This design comes from an exercise in tuning for small area, a short achievable clock period and few clock cycles on the open sky130 flow, not from production work. The RTL was checked by simulation tests, not by an equivalence proof against the original design.

==> inputs of run M <==
## rational_arithmetic_unit
module rational_arithmetic_unit (
   input  wire                   clock,
   input  wire                   reset,
   input  wire                   req_valid,
   output logic                  req_ready,
   input  wire [127:0]           req_payload,
   output logic                  rsp_valid,
   input  wire                   rsp_ready,
   output logic [159:0]          rsp_payload
);
Settings: LEC_CHECK=0, CAP_MARGIN=20, CORE_MARGIN=2, CORE_UTILIZATION=40, SLEW_MARGIN=20; clock period 13.0 ns.
run.sh (not shown) runs the stock make flow with config.mk's settings and CLKGATE_MAP_FILE= SYNTH_SCRIPT=/design/flow/synth_recipe.tcl, a recipe that flattens the netlist after the stock synthesis.
==> run A: changes against run M <==
--- a/flow/design.v
+++ b/flow/design.v
@@ -75,13 +75,13 @@
    localparam int GCD   = 3;
    localparam int ALIGN = 4;
    localparam int DIV   = 5;
    localparam int FIN   = 6;
    localparam int OUT   = 7;
    logic [7:0]  st_ff, st_in;
-   logic        pend_ff, take, sat_ff, sat_in;
+   logic        pend_ff, take;
    logic [63:0] u_ff, u_in, v_ff, v_in;
    logic [63:0] m11_ff, m11_in, m12_ff, m12_in, m21_ff, m21_in, m22_ff, m22_in;
    logic [5:0]  cnt_ff, cnt_in;
    logic        addsub_ff, sub_ff, mul_ff, neg3_ff, ones_ff, neg_ff, dbz_ff, inv1_ff;
    logic        addsub_in, sub_in, mul_in, neg3_in, ones_in, neg_in, dbz_in, inv1_in;
    logic        r_mul, r_div, r_dbz, r_sub, r_neg3, r_inv1;
@@ -118,63 +118,71 @@
       t1b = g1b ? {m11_ff[62:0], inv1_ff} : 64'd0;
       g2a = addsub_ff && by[0];
       g2b = addsub_ff && by[1];
       t2a = g2a ? m21_ff : 64'd0;
       t2b = g2b ? {m21_ff[62:0], sub_ff} : 64'd0;
       n_a = u_ff;
+      if (st_ff[FIX]) begin
+         n_a = 64'd0;
+         t1a = ~u_ff;
+         g1a = 1'b1;
+         t1b = 64'd0;
+         g1b = 1'b0;
+         t2a = 64'd0;
+         g2a = 1'b0;
+         t2b = 64'd0;
+         g2b = 1'b0;
+      end
       s1 = n_a ^ t1a ^ t1b;
       k1 = csa_c(n_a, t1a, t1b, g1b && inv1_ff);
       s2 = s1 ^ k1 ^ t2a;
       k2 = csa_c(s1, k1, t2a, g2a && sub_ff);
       s3 = s2 ^ k2 ^ t2b;
       k3 = csa_c(s2, k2, t2b, g2b && sub_ff);
-      c1 = g1a && inv1_ff;
+      c1 = g1a && (inv1_ff || st_ff[FIX]);
       g3a = addsub_ff ? bx[0] : by[0];
       g3b = addsub_ff ? bx[1] : by[1];
       t3a = g3a ? m12_ff : 64'd0;
       t3b = g3b ? {m12_ff[62:0], neg3_ff} : 64'd0;
       s4 = v_ff ^ t3a ^ t3b;
       k4 = csa_c(v_ff, t3a, t3b, g3b && neg3_ff);
       bx_last = ones_ff || (bx[31:2] == 30'd0);
       by_last = (by[31:2] == 30'd0);
    end
-   logic [63:0] uv_diff, vu_diff, m1_sum, m2_sum, neg_u;
+   logic [63:0] uv_diff, vu_diff, m1_sum, m2_sum;
    logic        u_ge_v, nc0, nc1, nc2, nc3, nc4;
    rau_alu u_add_n  (.a(s3), .b(k3), .cin(c1), .y(n_sum), .cout(nc0));
    rau_alu u_add_d  (.a(st_ff[MUL] ? s4 : v_ff), .b(st_ff[MUL] ? k4 : ~u_ff),
                      .cin(st_ff[MUL] ? (g3a && neg3_ff) : 1'b1), .y(d_sum), .cout(nc1));
    rau_alu u_sub_uv (.a(u_ff),   .b(~v_ff),  .cin(1'b1),       .y(uv_diff), .cout(u_ge_v));
    assign vu_diff = d_sum;
-   logic nc5;
-   rau_alu u_neg_u (.a(~u_ff), .b(64'd0), .cin(1'b1), .y(neg_u), .cout(nc5));
    assign nc2     = 1'b0;
-   rau_alu u_add_m1 (.a(m11_ff), .b(m12_ff), .cin(1'b0),       .y(m1_sum),  .cout(nc3));
+   rau_alu u_add_m1 (.a(m11_ff), .b(m12_ff), .cin(st_ff[FIN]), .y(m1_sum),  .cout(nc3));
    rau_alu u_add_m2 (.a(m21_ff), .b(m22_ff), .cin(1'b0),       .y(m2_sum),  .cout(nc4));
-   logic       u_eq_v, u_zero, odd_sel;
+   logic       u_eq_v, u_zero;
    logic [3:0] dlow;
    logic [1:0] su, sv, sb, sd;
    function automatic logic [1:0] tz3(input logic [2:0] x);
       if (x[0])      tz3 = 2'd1;
       else if (x[1]) tz3 = 2'd2;
       else           tz3 = 2'd3;
    endfunction
    always_comb begin
       u_eq_v = (u_ff == v_ff);
       u_zero = (u_ff == 64'd0);
-      odd_sel = st_ff[GCD] && !u_zero && u_ff[0] && v_ff[0] && !u_eq_v;
       dlow   = u_ff[3:0] - v_ff[3:0];
       su     = tz3(u_ff[3:1]);
       sv     = tz3(v_ff[3:1]);
       sb     = tz3(u_ff[3:1] | v_ff[3:1]);
       sd     = tz3(dlow[3:1]);
    end
    logic        sat;
    logic [31:0] fnum;
    always_comb begin
-      sat = sat_ff;
-      if (neg_ff) fnum = sat ? 32'h8000_0001 : neg_u[31:0];
+      sat = (u_ff[62:31] != 32'd0);
+      if (neg_ff) fnum = sat ? 32'h8000_0001 : vu_diff[31:0];
       else        fnum = sat ? 32'h7FFF_FFFF : u_ff[31:0];
    end
    typedef enum logic [1:0] {SRC_HOLD, SRC_A, SRC_B, SRC_C} src_type;
    src_type    u_src, v_src, m11_src, m12_src, m21_src, m22_src;
    logic [1:0] u_sh, v_sh, m11_sh, m12_sh, m21_sh, m22_sh;
    logic       m11_fill;
@@ -186,13 +194,12 @@
       mul_in    = mul_ff;
       neg3_in   = neg3_ff;
       ones_in   = ones_ff;
       inv1_in   = inv1_ff;
       neg_in    = neg_ff;
       dbz_in    = dbz_ff;
-      sat_in    = ((st_ff[DIV] && u_ge_v) ? uv_diff[62:31] : u_ff[62:31]) != 32'd0;
       u_src   = SRC_HOLD;  u_sh   = 2'd0;
       v_src   = SRC_HOLD;  v_sh   = 2'd0;
       m11_src = SRC_HOLD;  m11_sh = 2'd0;
       m12_src = SRC_HOLD;  m12_sh = 2'd0;
       m21_src = SRC_HOLD;  m21_sh = 2'd0;
       m22_src = SRC_HOLD;  m22_sh = 2'd0;
@@ -217,64 +224,67 @@
          end
       end
       if (st_ff[MUL]) begin
          ones_in = mul_ff && !ones_ff && (bx[31:2] == 30'h3FFF_FFFF);
          inv1_in = inv1_ff || ones_in;
          if (bx_last && by_last) begin
-            st_in = 8'd1 << FIX;
+            st_in = n_sum[63] ? 8'd1 << FIX : 8'd1 << GCD;
          end
       end
       if (st_ff[FIX]) begin
-         neg_in = u_ff[63];
+         neg_in = 1'b1;
          st_in  = 8'd1 << GCD;
       end
       if (st_ff[GCD]) begin
          if (u_zero || (u_ff[0] && v_ff[0] && u_eq_v)) begin
             cnt_in = 6'd0;
             st_in  = 8'd1 << ALIGN;
          end
       end
       if (st_ff[ALIGN]) begin
          if (u_ge_v) begin
             cnt_in = cnt_ff + 6'd1;
          end else if (cnt_ff == 6'd0) begin
-            st_in = 8'd1 << OUT;
+            st_in = 8'd1 << FIN;
          end else begin
             st_in = 8'd1 << DIV;
          end
       end
       if (st_ff[DIV]) begin
          cnt_in = cnt_ff - 6'd1;
          if (cnt_ff == 6'd1) begin
-            st_in = 8'd1 << OUT;
+            st_in = 8'd1 << FIN;
          end
       end
       if (st_ff[FIN]) begin
          st_in = 8'd1 << OUT;
       end
       if (st_ff[OUT]) begin
          if (rsp_ready) begin
             st_in = take ? (r_dbz ? 8'd1 << FIN : 8'd1 << MUL) : 8'd1 << IDLE;
          end
       end
-      if (st_ff[MUL]) begin
+      if (st_ff[MUL] || (st_ff[FIX])) begin
          u_src = SRC_A;
-      end else if (st_ff[FIX] && u_ff[63]) begin
-         u_src = SRC_C;
       end else if (st_ff[GCD]) begin
          if (u_zero) begin
             u_src = SRC_HOLD;
          end else if (!u_ff[0] && !v_ff[0]) begin
             u_sh = sb;
          end else if (!u_ff[0]) begin
             u_sh = su;
          end else if (!v_ff[0]) begin
             u_sh = 2'd0;
          end else if (u_eq_v) begin
             u_src = SRC_C;
+         end else if (u_ge_v) begin
+            u_src = SRC_B;
+            u_sh  = sd;
          end
+      end else if (st_ff[DIV] && u_ge_v) begin
+         u_src = SRC_B;
       end
       if (st_ff[MUL]) begin
          v_src = SRC_A;
       end else if (st_ff[GCD]) begin
          if (u_zero) begin
             v_src = SRC_HOLD;
@@ -283,14 +293,17 @@
          end else if (!u_ff[0]) begin
             v_sh = 2'd0;
          end else if (!v_ff[0]) begin
             v_sh = sv;
          end else if (u_eq_v) begin
             v_src = SRC_C;
+         end else if (!u_ge_v) begin
+            v_src = SRC_B;
+            v_sh  = sd;
          end
-      end else if (st_ff[DIV] || (st_ff[ALIGN] && cnt_ff != 6'd0)) begin
+      end else if (st_ff[DIV] || (st_ff[ALIGN] && !u_ge_v && cnt_ff != 6'd0)) begin
          v_sh = 2'd1;
       end
       if (st_ff[MUL]) begin
          m11_sh = 2'd2;
          m12_sh = 2'd2;
          m21_sh = 2'd2;
@@ -316,13 +329,13 @@
             m22_sh  = sd;
          end
       end else if (st_ff[DIV]) begin
          m11_sh   = 2'd1;
          m11_fill = !u_ge_v;
       end
-      u_in   = shr3(pick(u_src, u_ff, n_sum, uv_diff, st_ff[FIX] ? neg_u : m1_sum), u_sh);
+      u_in   = shr3(pick(u_src, u_ff, n_sum, uv_diff, m1_sum), u_sh);
       v_in   = shr3(pick(v_src, v_ff, d_sum, vu_diff, m2_sum), v_sh);
       m11_in = shl3(pick(m11_src, m11_ff, m1_sum, m1_sum, m1_sum), m11_sh, m11_fill);
       m12_in = shl3(pick(m12_src, m12_ff, m1_sum, m1_sum, m1_sum), m12_sh, 1'b0);
       m21_in = shl3(pick(m21_src, m21_ff, m2_sum, m2_sum, m2_sum), m21_sh, 1'b0);
       m22_in = shl3(pick(m22_src, m22_ff, m2_sum, m2_sum, m2_sum), m22_sh, 1'b0);
       if (take) begin
@@ -354,34 +367,32 @@
             m12_in = 64'd0;
          end else if (u_ff[0] && v_ff[0] && u_eq_v) begin
             m11_in = '1;
             m12_in = 64'd0;
          end
       end
-      if (st_ff[ALIGN] && cnt_ff == 6'd0) begin
-         v_in = 64'd0;
+      if (st_ff[ALIGN]) begin
+         if (u_ge_v) begin
+            v_in = {v_ff[62:0], 1'b0};
+         end else if (cnt_ff == 6'd0) begin
+            v_in = 64'd0;
+         end
       end
       if (st_ff[DIV] && cnt_ff == 6'd1) begin
          v_in = 64'd0;
       end
-      if (odd_sel) begin
-         if (u_ge_v) begin
-            u_in = shr3(uv_diff, sd);
+      if (st_ff[FIN]) begin
+         if (dbz_ff) begin
+            m11_in = 64'd0;
+            m21_in = 64'd0;
+            m22_in = 64'd0;
          end else begin
-            v_in = shr3(vu_diff, sd);
+            m11_in = neg_ff ? m1_sum : ~m11_ff;
+            m21_in = {32'd0, fnum};
          end
       end
-      if (st_ff[DIV]) begin
-         m12_in = {m12_ff[62:0] | {63{u_ge_v}}, 1'b0};
-      end
-      if (st_ff[DIV] && u_ge_v) begin
-         u_in = uv_diff;
-      end
-      if (st_ff[ALIGN] && u_ge_v) begin
-         v_in = {v_ff[62:0], 1'b0};
-      end
    end
    function automatic logic [63:0] pick(input src_type s, input logic [63:0] h,
                                         input logic [63:0] a, input logic [63:0] b,
                                         input logic [63:0] c);
       case (s)
          SRC_A:   pick = a;
@@ -429,22 +440,13 @@
       sub_ff    <= sub_in;
       mul_ff    <= mul_in;
       neg3_ff   <= neg3_in;
       inv1_ff   <= inv1_in;
       ones_ff   <= ones_in;
       neg_ff    <= neg_in;
-      sat_ff    <= sat_in;
       dbz_ff    <= dbz_in;
    end
    assign req_ready   = pend_ff;
    assign rsp_valid   = st_ff[OUT];
-   logic [63:0] neg_q;
-   assign neg_q = ~m11_ff ^ m12_ff;
-   always_comb begin
-      if (dbz_ff) begin
-         rsp_payload = {159'd0, 1'b1};
-      end else begin
-         rsp_payload = {neg_ff ? neg_q : ~m11_ff, fnum, m22_ff[62:0], 1'b0};
-      end
-   end
+   assign rsp_payload = {m11_ff, m21_ff[31:0], m22_ff[62:0], dbz_ff};
 endmodule
 `default_nettype wire
==> metrics.md <==
| Metric | Value |
|---|---|
| Outcome | timing/DRC/antenna clean |
| Worst R2R Start | u_ff[0]$_SDFFE_PP0P_ |
| Most frequent cells in the layout | nand2_1, a21oi_1, o21ai_0 |
| Register Area | between 8000 and 9000 µm² |
| Post-synthesis mux area share | 0.0574 |
| Sequential cell area share | 0.110 |
| Num sequential | roughly 410 |
| Starting Density | 0.403 |
| N_diodes | between 100 and 150 |
| Slowest-stage cell, CP | nor4_2 |
| Mapped Nets | roughly 10000 |
| Worst skew pair latency | 790 ps |
That was run A.
==> metrics.md <==
| Metric | Value |
|---|---|
| N_diodes | 42 |
| Sequential cell area share | 0.109 |
| Most frequent cells in the layout | nand2_1, a21oi_1, o21ai_0 |
| Outcome | timing/DRC/antenna clean |
| Starting Density | 0.402 |
| Worst skew pair latency | 740 ps |
| Mapped Nets | between 10000 and 15000 |
| Slowest-stage cell, CP | or3_1 |
| Register Area | 8260 µm² |
| Worst R2R Start | ones_ff$_DFF_P_ |
That was run M.
Testbench counts of run M, summed over its fixed seeds: cycles 49,902.
Testbench counts of run A, summed over its fixed seeds: cycles 50,511.

==> afterwards: timing with drivers on the ports <==
The results above use ideal ports. As a check the final layouts listed here were re-extracted and re-timed, cells and wires unchanged. Step 1, drivers: a clkbuf_16 drives clock and a buf_2 each remaining input, both assumed. Step 2 times the ports against the registers' clock, not the clock port: input delays grow and output delays shrink by t, the midpoint of the rising clock arrivals with the driver on. Slacks: ideal / step 1 / step 2; pairs: ideal / step 1.
run	t, ns	setup WS [ns]	worst setup path at the end	slew at the worst register clock pin (ns)	pins driven straight from the clock port
run M	0.788	5.177 / 5.096 / 5.448	register to register	0.09 / 0.09	1
run A	0.808	5.194 / 5.194 / 5.194	register to register	0.08 / 0.08	1
After both steps every run listed still meets setup and hold.
